Context: an optimization exercise on an open-source flow, tuned for small area and a short achievable clock period. The choices shown serve that exercise and are no tape-out recipe.
Only simulation tests tie the RTL to the original design; equivalence was not proved.
No activity file was given, so power comes from the tool's default toggle rates.

File: flow/config.mk
export PLATFORM = sky130hd
export DESIGN_NAME = apbTimerSys
export DESIGN_NICKNAME = apbTimerSys
export VERILOG_FILES = /design/flow/design.v
export SDC_FILE = /design/flow/constraint.sdc
export NUM_CORES = 4
export LEC_CHECK = 0
export CAP_MARGIN = 20
export CORE_MARGIN = 2
export CORE_UTILIZATION = 40
export SLEW_MARGIN = 20
File: flow/constraint.sdc
create_clock -name core_clock -period 5.5 [get_ports {HCLK}]
set_input_delay 1.1000 -clock core_clock [delete_from_list [all_inputs] [get_ports {HCLK}]]
set_output_delay 1.1000 -clock core_clock [all_outputs]
set_load 0.01 [all_outputs]
File: flow/design.v
`default_nettype none
package apbTimerSysPkg;
    typedef logic [32-1:0] dataT;
    typedef logic [4-2:0] regIdxT;
    typedef logic [23-20:0] slotIdxT;
endpackage
`default_nettype wire
`timescale 1ns/10ps
`default_nettype none
module ahbApbBridge #(
    parameter int NumTimers = 8
) (
    input  logic                    HCLK,
    input  logic                    HRESETn,
    input  logic                    hsel_i,
    input  apbTimerSysPkg::dataT    haddr_i,
    input  logic [1:0]              htrans_i,
    input  logic                    hwrite_i,
    input  logic                    hready_i,
    input  apbTimerSysPkg::dataT    hwdata_i,
    output apbTimerSysPkg::dataT    hrdata_o,
    output logic                    hreadyout_o,
    output apbTimerSysPkg::dataT    paddr_o,
    output logic                    pwrite_o,
    output apbTimerSysPkg::dataT    pwdata_o,
    output logic                    penable_o,
    output logic [NumTimers-1:0]    psel_o,
    input  apbTimerSysPkg::dataT    prdata_i,
    input  logic                    pready_i
);
    typedef enum logic [1:0] {
        StIdle,
        StSetup,
        StAccess
    } stateT;
    stateT                      state;
    stateT                      stateNext;
    logic                       accept;
    apbTimerSysPkg::slotIdxT    slot;
    logic [16-1:0]      slotDec;
    logic [NumTimers-1:0]       pselReg;
    logic                       writeReg;
    logic [32-1:0]     addrReg;
    apbTimerSysPkg::dataT       wdataReg;
    apbTimerSysPkg::dataT       rdataReg;
    assign accept = hsel_i & hready_i & htrans_i[1];
    assign slot    = haddr_i[23:20];
    assign slotDec = 16'(1) << slot;
    always_comb begin
        stateNext = state;
        case (state)
            StIdle: begin
                if (accept) begin
                    stateNext = StSetup;
                end
            end
            StSetup: begin
                stateNext = StAccess;
            end
            StAccess: begin
                if (pready_i) begin
                    stateNext = StIdle;
                end
            end
            default: begin
                stateNext = StIdle;
            end
        endcase
    end
    always_ff @(posedge HCLK or negedge HRESETn) begin
        if (!HRESETn) begin
            state    <= StIdle;
            pselReg  <= '0;
            writeReg <= 1'b0;
        end else begin
            state <= stateNext;
            if (state == StIdle && accept) begin
                pselReg  <= slotDec[NumTimers-1:0];
                writeReg <= hwrite_i;
            end
        end
    end
    always_ff @(posedge HCLK) begin
        if (state == StIdle && accept) begin
            addrReg <= haddr_i;
        end
        if (state == StSetup) begin
            wdataReg <= hwdata_i;
        end
        if (state == StAccess && pready_i && !writeReg) begin
            rdataReg <= prdata_i;
        end
    end
    assign hreadyout_o = (state == StIdle);
    assign hrdata_o    = rdataReg;
    assign paddr_o   = addrReg;
    assign pwrite_o  = writeReg;
    assign pwdata_o  = (state == StSetup) ? hwdata_i : wdataReg;
    assign penable_o = (state == StAccess);
    assign psel_o    = (state == StIdle) ? '0 : pselReg;
endmodule
`default_nettype wire
`timescale 1ns/10ps
`default_nettype none
module apbTimer (
    input  logic                    HCLK,
    input  logic                    HRESETn,
    input  logic                    psel_i,
    input  logic                    penable_i,
    input  logic                    pwrite_i,
    input  apbTimerSysPkg::dataT    paddr_i,
    input  apbTimerSysPkg::dataT    pwdata_i,
    output apbTimerSysPkg::dataT    prdata_o,
    output logic                    pready_o,
    output logic                    irq_o
);
    apbTimerSysPkg::regIdxT regIdx;
    apbTimerSysPkg::dataT   tmr;
    apbTimerSysPkg::dataT   pre;
    apbTimerSysPkg::dataT   cmp;
    apbTimerSysPkg::dataT   preCnt;
    logic                   en;
    logic                   irqEn;
    logic                   ovf;
    logic                   wrEn;
    logic                   tick;
    logic                   wrap;
    logic                   ovfClr;
    logic                   tmrWr;
    logic                   pcntWr;
    assign regIdx = paddr_i[4:2];
    assign wrEn   = psel_i & penable_i & pwrite_i;
    assign tick = en && (preCnt == pre);
    assign wrap = tick && (tmr >= cmp);
    assign tmrWr  = wrEn && (regIdx == apbTimerSysPkg::regIdxT'(0));
    assign pcntWr = wrEn && (regIdx == apbTimerSysPkg::regIdxT'(6));
    assign ovfClr = wrEn && (regIdx == apbTimerSysPkg::regIdxT'(3)) && pwdata_i[0];
    always_ff @(posedge HCLK or negedge HRESETn) begin
        if (!HRESETn) begin
            pre   <= '0;
            cmp   <= '0;
            en    <= 1'b0;
            irqEn <= 1'b0;
        end else if (wrEn) begin
            case (regIdx)
                1: begin
                    pre <= pwdata_i;
                end
                2: begin
                    cmp <= pwdata_i;
                end
                4: begin
                    en <= pwdata_i[0];
                end
                5: begin
                    irqEn <= pwdata_i[0];
                end
                default: begin
                end
            endcase
        end
    end
    always_ff @(posedge HCLK or negedge HRESETn) begin
        if (!HRESETn) begin
            preCnt <= '0;
            tmr    <= '0;
            ovf    <= 1'b0;
        end else begin
            if (pcntWr) begin
                preCnt <= pwdata_i;
            end else if (!en || tick) begin
                preCnt <= '0;
            end else begin
                preCnt <= preCnt + 1'b1;
            end
            if (tmrWr) begin
                tmr <= pwdata_i;
            end else if (wrap) begin
                tmr <= '0;
            end else if (tick) begin
                tmr <= tmr + 1'b1;
            end
            ovf <= wrap | (ovf & ~ovfClr);
        end
    end
    always_comb begin
        case (regIdx)
            0:   prdata_o = tmr;
            1:   prdata_o = pre;
            2:   prdata_o = cmp;
            3:   prdata_o = apbTimerSysPkg::dataT'(ovf);
            4:    prdata_o = apbTimerSysPkg::dataT'(en);
            5: prdata_o = apbTimerSysPkg::dataT'(irqEn);
            6:  prdata_o = preCnt;
            default:    prdata_o = '0;
        endcase
    end
    assign pready_o = 1'b1;
    assign irq_o    = ovf & irqEn;
endmodule
`default_nettype wire
`timescale 1ns/10ps
`default_nettype none
module apbReadMux #(
    parameter int NumTimers = 4
) (
    input  logic [NumTimers-1:0]                    psel_i,
    input  apbTimerSysPkg::dataT [NumTimers-1:0]    prdataVec_i,
    input  logic [NumTimers-1:0]                    preadyVec_i,
    output apbTimerSysPkg::dataT                    prdata_o,
    output logic                                    pready_o
);
    apbTimerSysPkg::dataT dataOr;
    always_comb begin
        dataOr = '0;
        for (int i = 0; i < NumTimers; i++) begin
            dataOr = dataOr | (prdataVec_i[i] & {32{psel_i[i]}});
        end
    end
    assign prdata_o = dataOr;
    assign pready_o = ~(|psel_i) | (|(psel_i & preadyVec_i));
endmodule
`default_nettype wire
`timescale 1ns/10ps
`default_nettype none
module apbTimerSys #(
    parameter int NumTimers = 8
) (
    input  logic                    HCLK,
    input  logic                    HRESETn,
    input  logic                    hsel_i,
    input  apbTimerSysPkg::dataT    haddr_i,
    input  logic [1:0]              htrans_i,
    input  logic                    hwrite_i,
    input  logic                    hready_i,
    input  apbTimerSysPkg::dataT    hwdata_i,
    output apbTimerSysPkg::dataT    hrdata_o,
    output logic                    hreadyout_o,
    output logic [NumTimers-1:0]    irq_o
);
    apbTimerSysPkg::dataT                   paddr;
    logic                                   pwrite;
    apbTimerSysPkg::dataT                   pwdata;
    logic                                   penable;
    logic [NumTimers-1:0]                   psel;
    apbTimerSysPkg::dataT                   prdata;
    logic                                   pready;
    apbTimerSysPkg::dataT [NumTimers-1:0]   prdataVec;
    logic [NumTimers-1:0]                   preadyVec;
    ahbApbBridge #(
        .NumTimers  (NumTimers)
    ) ahbApbBridge_i (
        .HCLK        (HCLK),
        .HRESETn     (HRESETn),
        .hsel_i      (hsel_i),
        .haddr_i     (haddr_i),
        .htrans_i    (htrans_i),
        .hwrite_i    (hwrite_i),
        .hready_i    (hready_i),
        .hwdata_i    (hwdata_i),
        .hrdata_o    (hrdata_o),
        .hreadyout_o (hreadyout_o),
        .paddr_o     (paddr),
        .pwrite_o    (pwrite),
        .pwdata_o    (pwdata),
        .penable_o   (penable),
        .psel_o      (psel),
        .prdata_i    (prdata),
        .pready_i    (pready)
    );
    for (genvar i = 0; i < NumTimers; i++) begin : genTimer
        apbTimer apbTimer_i (
            .HCLK      (HCLK),
            .HRESETn   (HRESETn),
            .psel_i    (psel[i]),
            .penable_i (penable),
            .pwrite_i  (pwrite),
            .paddr_i   (paddr),
            .pwdata_i  (pwdata),
            .prdata_o  (prdataVec[i]),
            .pready_o  (preadyVec[i]),
            .irq_o     (irq_o[i])
        );
    end
    apbReadMux #(
        .NumTimers  (NumTimers)
    ) apbReadMux_i (
        .psel_i      (psel),
        .prdataVec_i (prdataVec),
        .preadyVec_i (preadyVec),
        .prdata_o    (prdata),
        .pready_o    (pready)
    );
endmodule
`default_nettype wire
File: flow/run.sh
#!/bin/bash
# synth_recipe.tcl (not shown) runs the flow's synth.tcl, then flattens the netlist and writes it again
# the make line also repeats each setting of config.mk as NAME=value (left out here)
make -C /OpenROAD-flow-scripts/flow DESIGN_CONFIG=/design/flow/config.mk WORK_HOME=/design/flow/orfs CLKGATE_MAP_FILE= SYNTH_SCRIPT=/design/flow/synth_recipe.tcl finish
==> impl_metrics.tcl <==
set metrics [dict create \
    layout_min_cycle_time_ns 4.22 \
    clockRootBuffer "clkbuf_16" \
    vias 62263 \
    grt_max_degree 112 \
    yosys.cell_types.count 81 \
    tns_ns 0 \
    cts_resized 0 \
    clk_pin_slew_ns 0.06 \
    die_area_um2 169000 \
    detail-route-antenna-nets 0 \
    cts_buffers 135 \
    tightest_slew_ns 1.40 \
    ff2ff_setup_slack_ns 1.28 \
    grt_usage_pct 34.9 \
    rsz0062_at_grt "no" \
    holdWs_ns 0.374 \
    yosysSeqAreaShare_pct 42.6 \
    end_kind "register" \
    outcome "timing/DRC/antenna clean" \
    drtIter0Drc 8520 \
    crit_slowest_cell "a221oi_1" \
    hpwl_um 205000 \
    stdcell_count 9718 \
    syn_to_final_growth_pct 12.7 \
    min_path_type "in -> async" \
    drc_errors 0 \
    hold_viol 0 \
    cap_viol_max_count 0 \
    grt_antenna_before_repair 27 \
    ys_ff_latch 1126 \
    period_share_pct 76.7 \
    grt_pass1_wl_um 426000 \
    cp_cell_sequence "and3b_4 -> buf_12 -> a22o_1 -> a221oi_1 -> o22ai_1 -> or4_1" \
    path_max_fanout 64 \
    synth_area_leaders "dfrtp_1 40%, ha_1 5.1%, o21ai_0 4.3%" \
    drive_gt1_share_pct 7.49 \
    io_buffers 85 \
    synth_common_cells "1059 x dfrtp_1, 730 x nand2_1, 625 x nor2_1" \
    power_leakage_nw 31.5 \
    synth_edf_count 35 \
    yosysTopAreaCell "dfrtp_1" \
    cp_data_required_time_ns 5.96 \
    powerDensity_nw_per_um2 303 \
    clk_path_buf_depth 3 \
    start_util_pct 40.2 \
    setup_violations 0 \
    grt.overflow.total 0 \
    ys_async_sr_fraction_pct 94.0 \
    crit_start "ahbApbBridge_i.addrReg[4]$_DFFE_PP_" \
    r2r_end "ahbApbBridge_i.rdataReg[10]$_DFFE_PP_" \
    dp_cells 9467 \
    clock_sinks 1126 \
    nets 7760 \
    maxSlewHeadroom_pct 6.49 \
    slew_violations 0 \
    grt_pass1_vias 57766 \
    die_h_um 411 \
    finish.utilization_pct 45.3 \
    slowest_delay_ns 1.02 \
    io_pins 112 \
    row_count 149 \
    synth_area_um2 66100 \
    synth-main-ff-cell "dfrtp_1" \
    hold_buffers 0 \
    synth_nets 7855 \
    clk_latency_ns 0.80 \
    arrival_ns 4.68 \
    cts_setup_buffers 0 \
    viasPerCell 6.41 \
    cts_tree "done" \
    reg2reg_depth 6 \
    regToRegStartpoint "ahbApbBridge_i.addrReg[4]$_DFFE_PP_" \
    gp_congestion 1.02 \
    finClkSkew_ns 0.0298 \
    cp-endpoint "ahbApbBridge_i.rdataReg[10]$_DFFE_PP_" \
    yosysMostFrequentCell "dfrtp_1" \
    routed_wl_um 300000 \
    netlist.area_leader.share_pct 40.1 \
    dpl_cell_area_um2 70200 \
    die_w_um 411 \
    syn_avg_cell_area_um2 8.80 \
    yosys_warnings 3 \
    synthCells 7512 \
    start_kind "register" \
    core_um2 165000 \
    drt_first_pass_iters 8 \
    htree_levels 4 \
    post_drt_wl_per_cell_um 30.9 \
    fin_area_um2 74500 \
    ir_drop_mv 0.344 \
    fmax_ghz 0.237 \
    critPathKind "reg -> reg" \
]
==> per-layer routing <==
layer	track usage [%]	up-vias	part of all wire, %
met1	46.5	30760	39
met5	0.480	-	0.049
met2	48.0	3617	40
met3	12.8	704	13
li1	-	27174	-
met4	21.0	8	7.0
==> placed cells by master (no fill, tap or decap), types with 32 or more instances in the layout <==
master | Yosys | routed
and4_1 | 46 | 46
a21o_1 | 71 | 71
nand3b_1 | 36 | 36
nor2_1 | 625 | 621
and3_1 | 151 | 151
nor2b_1 | 40 | 37
a31oi_1 | 78 | 76
clkbuf_1 | 514 | 43
nand2_1 | 730 | 710
dfxtp_1 | 32 | 32
edfxtp_1 | 35 | 35
xor2_1 | 266 | 266
xnor2_1 | 229 | 229
a221oi_1 | 262 | 262
a21oi_1 | 493 | 493
a22o_1 | 208 | 208
dfrtp_1 | 1059 | 1059
or4_1 | 41 | 41
nand3_1 | 205 | 205
o22ai_1 | 394 | 394
a22oi_1 | 64 | 64
mux2i_4 | 0 | 32
nand4_1 | 140 | 140
buf_4 | 10 | 218
nor3_1 | 79 | 74
inv_1 | 385 | 367
ha_1 | 272 | 272
clkbuf_16 | 0 | 137
o21ai_0 | 567 | 565
nor4_1 | 72 | 71
clkdlybuf4s50_1 | 0 | 84
==> cells by family after synthesis <==
kind of cell | synth area share [%]
compound gates | 22.8
fa+ha+maj | 5.15
xor+xnor | 6.56
flops | 42.6
buf+inv | 5.50
mux | 0.729
simple gates | 16.6
==> report_power, final <==
part | switching, W | internal, W
logic | 0.00343 | 0.000952
clock network | 0.00386 | 0.00509
registers | 0.000564 | 0.00869
total | 0.00785 | 0.0147
==> layout make-up <==
| cell class | count | area (um^2) |
|---|---|---|
| Sequential cell | 1126 | 28200 |
| Clock inverter | 31 | 275 |
| Inverter | 385 | 1450 |
| Fill cell | 15886 | 90100 |
| Clock buffer | 209 | 3990 |
| Tap cell | 2189 | 2740 |
| Antenna cell | 9 | 22.5 |
| Timing Repair Buffer | 328 | 3000 |
| Multi-Input combinational cell | 5441 | 34900 |
==> worst min-delay path by stage <==
stage                                                  to  slack, ns  cells after the start
6_report       genTimer[1].apbTimer_i.tmr[13]$_DFFE_PN0P_       0.37                      1
5_1_grt        genTimer[1].apbTimer_i.tmr[13]$_DFFE_PN0P_       0.43                      1
4_1_cts        genTimer[1].apbTimer_i.tmr[13]$_DFFE_PN0P_       0.39                      1
3_5_place_dp    genTimer[1].apbTimer_i.cmp[0]$_DFFE_PN0P_       0.51                      2
3_3_place_gp    genTimer[2].apbTimer_i.pre[0]$_DFFE_PN0P_       0.50                      2
2_1_floorplan         ahbApbBridge_i.writeReg$_DFFE_PN0P_       0.46                      2
==> registers in the layout, indices dropped and copies added (netlist names) <==
signal                      flops
genTimer.apbTimer_i.cmp       256
ahbApbBridge_i.wdataReg        32
ahbApbBridge_i.state            2
ahbApbBridge_i.writeReg         1
genTimer.apbTimer_i.en          8
genTimer.apbTimer_i.pre       256
ahbApbBridge_i.rdataReg        32
genTimer.apbTimer_i.irqEn       8
genTimer.apbTimer_i.tmr       256
genTimer.apbTimer_i.preCnt    256
genTimer.apbTimer_i.ovf         8
ahbApbBridge_i.addrReg          3
ahbApbBridge_i.pselReg          8
==> through the flow <==
| stage | worst slack [ns] | power, W |
|---|---|---|
| 3_3_place_gp | 1.51 | 0.0135 |
| 4_1_cts | 1.53 | 0.0224 |
| 2_1_floorplan | 2.25 | 0.0108 |
| 3_5_place_dp | 1.51 | 0.0135 |
| 6_report | 1.28 | 0.0226 |
| 5_1_grt | 1.35 | 0.0230 |
==> worst max-delay path, delay by kind of cell (launching register included) <==
kind,cells,cell delay [ns]
and+or+nand+nor,2,1.32
buffers and inverters,1,0.33
DFF,1,0.71
AOI/OAI and AO/OA,3,1.44

-- static timing again, ports no longer ideal --
No port has a modelled driver above. Below, the same layout with a new extraction and two added sets of constraints.
Step 1 assumes that a clkbuf_16 drives the clock port and a buf_2 every other input.
Step 2, shift: input delay + t, output delay - t, t = (earliest + latest rising clock arrival at the registers) / 2. This alone moves slack from input paths to output paths.
Slacks: ideal ports / drivers / drivers and shift; pairs: ideal ports / drivers.
t, ns: 0.865
setup slack, ns: 1.281 / 1.281 / 1.281
clock arrival spread, ns: 0.036 / 0.036
worst register clock-pin slew, ns: 0.07 / 0.07
pins driven straight from the clock port: 1
After both steps this run still meets setup and hold. For this run, drivers alone change the setup slack by 0.000 ns; drivers and shift together by 0.000 ns.
